This is an optimization exercise on Yosys and OpenROAD, whose aim is small area, a short achievable clock period and few clock cycles per item, not a production implementation. Only simulation tests tie the RTL to the original design; equivalence was not proved. Power figures rest on the tool's default switching activity, not on a simulated workload.

Setup of build 57:
## fan_step_hysteresis_level
module fan_step_hysteresis_level #(
	parameter int LEVELS = fshl_pkg::LEVELS_DEF
) (
	input  logic                           clk,
	input  logic                           arst_n,
	input  logic                           in_valid,
	output logic                           in_stall,
	input  fshl_pkg::temp_t                cpu_temp,
	input  fshl_pkg::temp_t                temp_regulator,
	input  fshl_pkg::temp_t                charger_temp,
	input  logic                           powered,
	output logic                           out_valid,
	input  logic                           out_stall,
	output logic [fshl_pkg::RPM_W-1:0]     target_rpm,
	output logic [fshl_pkg::LEVEL_W-1:0]   fan_level,
	input  logic                           cfg_valid,
	output logic                           cfg_ready,
	input  logic [fshl_pkg::CFG_IDX_W-1:0] cfg_index,
	input  logic [fshl_pkg::CFG_DATA_W-1:0] cfg_data
);
	localparam int LW = $clog2(LEVELS);
	fshl_pkg::level_word_t level_reg_q [LEVELS];
	logic [LEVELS-1:0]     level_ok_q;
	fshl_pkg::temp_t last_cpu_q, last_reg_q, last_chg_q;
	logic            last_ok_q;
	logic              s1_valid_q;
	logic              s1_fell_q, s1_rose_q;
	logic [LEVELS-1:0] s1_up_q, s1_dn_q;
	logic              s1_up_zero_q, s1_dn_zero_q;
	logic           s2_valid_q;
	logic [LW-1:0]  level_now_q;
	logic           out_valid_q;
	logic [LW-1:0]  fan_level_q;
	fshl_pkg::rpm_t rpm_q;
	logic              in_acc, push, o_hold, s2_hold, s1_hold;
	logic              full_q;
	logic              fell, rose, fell_l, rose_l, fell_0, rose_0;
	logic              up_zero, dn_zero;
	logic [LEVELS-1:0] up_vec, dn_vec, s1_up_m, s1_dn_m;
	logic [1:0]        cmp_cpu, cmp_reg, cmp_chg;
	logic [LW-1:0]     lv_next;
	fshl_pkg::rpm_t    rpm_next;
	assign cfg_ready = 1'b1;
	assign o_hold    = out_valid_q && out_stall;
	assign s2_hold   = s2_valid_q && o_hold;
	assign s1_hold   = s1_valid_q && s2_hold;
	assign in_stall  = full_q && out_stall;
	assign in_acc    = in_valid && !in_stall;
  ...
Size: ~1400 cells after synthesis, about 480 flip-flops, ~0.021 mm^2 of cells after synthesis.
clock: 5.0 ns
lec_check: 0
cap_margin: 20
core_margin: 2
core_utilization: 40
cts_buf_list: sky130_fd_sc_hd__clkbuf_16
cts_cluster_diameter: 70
cts_cluster_size: 28
setup_slack_margin: 2.9
slew_margin: 20
standard.sh (not shown) runs the stock make flow with config.mk's settings and CLKGATE_MAP_FILE= SYNTH_SCRIPT=/design/flow/synth_recipe.tcl, a recipe that flattens the netlist after the stock synthesis.
==> flow/flow/run.sh <==
#!/bin/bash
# Own layout flow: the standard layout (standard.sh, with its unchanged synthesis)
# run with extra ORFS settings, in a config file that includes the standard flow's config.mk:
#  - the port buffers that global placement inserts start as buf_1 instead of the default
#    buffer (repair still resizes any of them where slew, load or timing needs it);
#  - clock tree synthesis with the clustering of config.mk and no dummy loads.
# The make run's full output goes to flow_make.log in this folder.
set -euo pipefail
here=$(pwd)
{
	echo "include $here/config.mk"
	echo "export BUFFER_PORTS_ARGS = -buffer_cell sky130_fd_sc_hd__buf_1"
	echo "export CTS_ARGS = -sink_clustering_enable -repair_clock_nets -sink_clustering_size 28 -sink_clustering_max_diameter 70 -buf_list sky130_fd_sc_hd__clkbuf_16 -dont_use_dummy_load"
} > "$here/flow_config.mk"
sed "s#DESIGN_CONFIG=[^ ]*#DESIGN_CONFIG=$here/flow_config.mk#" standard.sh > own_standard.sh
bash own_standard.sh > flow_make.log 2>&1
No stage failed in build 57, and the final checks on the layout all came back clean.
Testbench counts of build 57, summed over its fixed seeds: cycles 4,822, items 4,255.
Inputs modified between build 57 and build 7:
Settings: CORE_UTILIZATION now 55, was 40; CTS_CLUSTER_SIZE now 24, was 28; CTS_CLUSTER_DIAMETER now 60, was 70; SETUP_SLACK_MARGIN now 3.0, was 2.9.
==> flow/flow/run.sh <==
#!/bin/bash
# Own layout flow: the standard layout (standard.sh, with its unchanged synthesis)
# run with one extra ORFS setting, in a config file that includes the standard flow's config.mk:
# the port buffers that global placement inserts start as buf_1 instead of the default
# buffer (repair still resizes any of them where slew, load or timing needs it).
# The make run's full output goes to flow_make.log in this folder.
set -euo pipefail
here=$(pwd)
{
	echo "include $here/config.mk"
	echo "export BUFFER_PORTS_ARGS = -buffer_cell sky130_fd_sc_hd__buf_1"
} > "$here/flow_config.mk"
sed "s#DESIGN_CONFIG=[^ ]*#DESIGN_CONFIG=$here/flow_config.mk#" standard.sh > own_standard.sh
bash own_standard.sh > flow_make.log 2>&1
--- outcome ---
- Build 7 | status: complete | timing, DRC, antenna: pass
- Run comparison: build 57 first element of the critical path charger_temp[0]; build 7 first element of the critical path cpu_temp[1]
- Multi-input combinational cell area: build 7 vs build 57 — no meaningful difference
- Routed via count divided by cell count: build 57 and build 7 compared, lower one is build 57
- Build 7 vs build 57 — count of clock-buffer cells in the layout climbed by more than a quarter
Changes in build 48 relative to build 7:
Settings: CORE_UTILIZATION: 55 -> 40; SETUP_SLACK_MARGIN: 3.0 -> 3.5.
Results
- From build 7 to build 48 the numbers moved as follows: switching share of power rose by 0.69 points; wire length on met3 rose by about 60%; design area rose by 0.0032 mm^2; power share of the combinational group rose by 3.8 points.
- Diff build 48 and build 7: number of antenna repair diodes lower in build 7
- cpu_temp[0] as the start point of the critical path was reported by build 48, and cpu_temp[1] by build 7.
- Number of non-filler instances in the completed layout in build 48 is 336 higher than in build 7
- Build 48 vs. build 7: placer's final routability congestion estimate went down by 7.8%.
- Build 48 reports a lower final critical-path share of the clock period than build 7 does.
### build 48 -> build 38
Settings: swapping 3.5 for 3.0 in SETUP_SLACK_MARGIN.
--- outcome ---
Cmp build 38 vs build 48: clock skew lower in build 38. Build 38 against build 48: via count -1323; final critical delay including setup and external delays -140 ps; final core utilization -6.1 points. Relative to build 48, global-route usage has gone down in build 38. Average detailed-routed wire length per instance is higher on build 48. Net switching power figure delta (build 38 − build 48): favourable. The final reports for build 38 and build 48 show power of the clock network higher in the former. There was hardly any difference in number of synthesized register bits between build 48 and build 38.
Inputs modified between build 38 and build 41:
Settings: PLACE_DENSITY newly set to 0.7; CTS_CLUSTER_DIAMETER changed from 60 to 70; CTS_CLUSTER_SIZE changed from 24 to 28.
==> flow/flow/run.sh <==
#!/bin/bash
# Own layout flow: the standard layout (standard.sh, with its unchanged synthesis)
# run with extra ORFS settings, in a config file that includes the standard flow's config.mk:
#  - the port buffers that global placement inserts start as buf_1 instead of the default
#    buffer (repair still resizes any of them where slew, load or timing needs it);
#  - clock tree synthesis with the clustering of config.mk and no dummy loads.
# The make run's full output goes to flow_make.log in this folder.
set -euo pipefail
here=$(pwd)
{
	echo "include $here/config.mk"
	echo "export BUFFER_PORTS_ARGS = -buffer_cell sky130_fd_sc_hd__buf_1"
	echo "export CTS_ARGS = -sink_clustering_enable -repair_clock_nets -sink_clustering_size 28 -sink_clustering_max_diameter 70 -buf_list sky130_fd_sc_hd__clkbuf_16 -dont_use_dummy_load"
} > "$here/flow_config.mk"
sed "s#DESIGN_CONFIG=[^ ]*#DESIGN_CONFIG=$here/flow_config.mk#" standard.sh > own_standard.sh
bash own_standard.sh > flow_make.log 2>&1
### Flow results
- As far as post-synthesis cell count goes, build 41 and build 38 are indistinguishable; the numbers are identical.
- The clock buffer and inverter area fraction after layout reported for build 41 is smaller than that of build 38 by 2.5 points.
- Per the comparison of build 41 with build 38, total iterations of the first detailed-routing run essentially unchanged, sequential cell count roughly the same, data arrival time of the worst path flat, final cell count went down.
- | ratio of total power to cell area | higher: build 38 |
- Between build 41 and build 38, it is build 41 whose final area is lower, by 3.0%.
## Diff of input files: build 71 against build 41
Settings: CTS_CLUSTER_DIAMETER changed from 70 to 60; CTS_CLUSTER_SIZE changed from 28 to 24; PLACE_DENSITY removed (was 0.7).
==> flow/run.sh (new file) <==
#!/bin/bash
# synth_recipe.tcl (not shown) runs the flow's synth.tcl, then flattens the netlist and writes it again
# the make line also repeats each setting of config.mk as NAME=value (left out here)
make -C /OpenROAD-flow-scripts/flow DESIGN_CONFIG=/design/flow/config.mk WORK_HOME=/design/flow/orfs CLKGATE_MAP_FILE= SYNTH_SCRIPT=/design/flow/synth_recipe.tcl finish
removed: flow/flow/run.sh
removed: flow/standard.sh
Build 71 completed; timing, DRC and antenna clean
Build 41 finished all stages; the layout is clean.
[compare] base=build 41 new=build 71: post-route worst setup slack saw an increase, via count now larger, share of total power in combinational logic fell by 0.7 points.
Compared with build 41, build 71 shows a higher met3 capacity usage during global routing.
Going from build 41 to build 71, sequential power ~0 delta; clock latency on the worst-skew pair +20 ps; detailed placement HPWL -980 um; worst-margin pin slew -130 ps; global-route usage +1.4 points.
Relative to build 41, the first-pass GRT wire length of build 71 is higher by 4300 um.
Of build 71 and build 41, the lower number of diodes added for antenna fixing belongs to build 71.

## port drivers added, routing unchanged
Ports are ideal in the flow. The routed layouts listed here were re-timed in OpenROAD.
Step 1 assumes that a clkbuf_16 drives the clock port and a buf_2 every other input.
Step 2 also shifts input and output timing later by t, the mid clock arrival at the registers, as if the neighbouring blocks saw the same clock.
Slacks: no drivers / after step 1 / after step 2; pairs: no drivers / after step 1.
run	t, ns	setup WS [ns]	latest minus earliest clock arrival (ns)	worst register clock-pin slew, ns
build 57	0.627	2.485 / 2.487 / 1.860	0.060 / 0.060	0.10 / 0.10
build 7	0.601	2.393 / 2.377 / 1.775	0.021 / 0.021	0.09 / 0.09
build 48	0.617	2.475 / 2.468 / 1.851	0.030 / 0.030	0.10 / 0.10
build 38	0.629	2.617 / 2.569 / 1.941	0.035 / 0.035	0.09 / 0.09
build 41	0.609	2.582 / 2.517 / 1.908	0.041 / 0.041	0.11 / 0.11
build 71	0.627	2.586 / 2.522 / 1.896	0.040 / 0.041	0.09 / 0.09
After both steps every run listed still meets setup and hold. The setup slack of build 71, which loses most, moves by -0.064 ns with the drivers and by -0.690 ns with both steps.
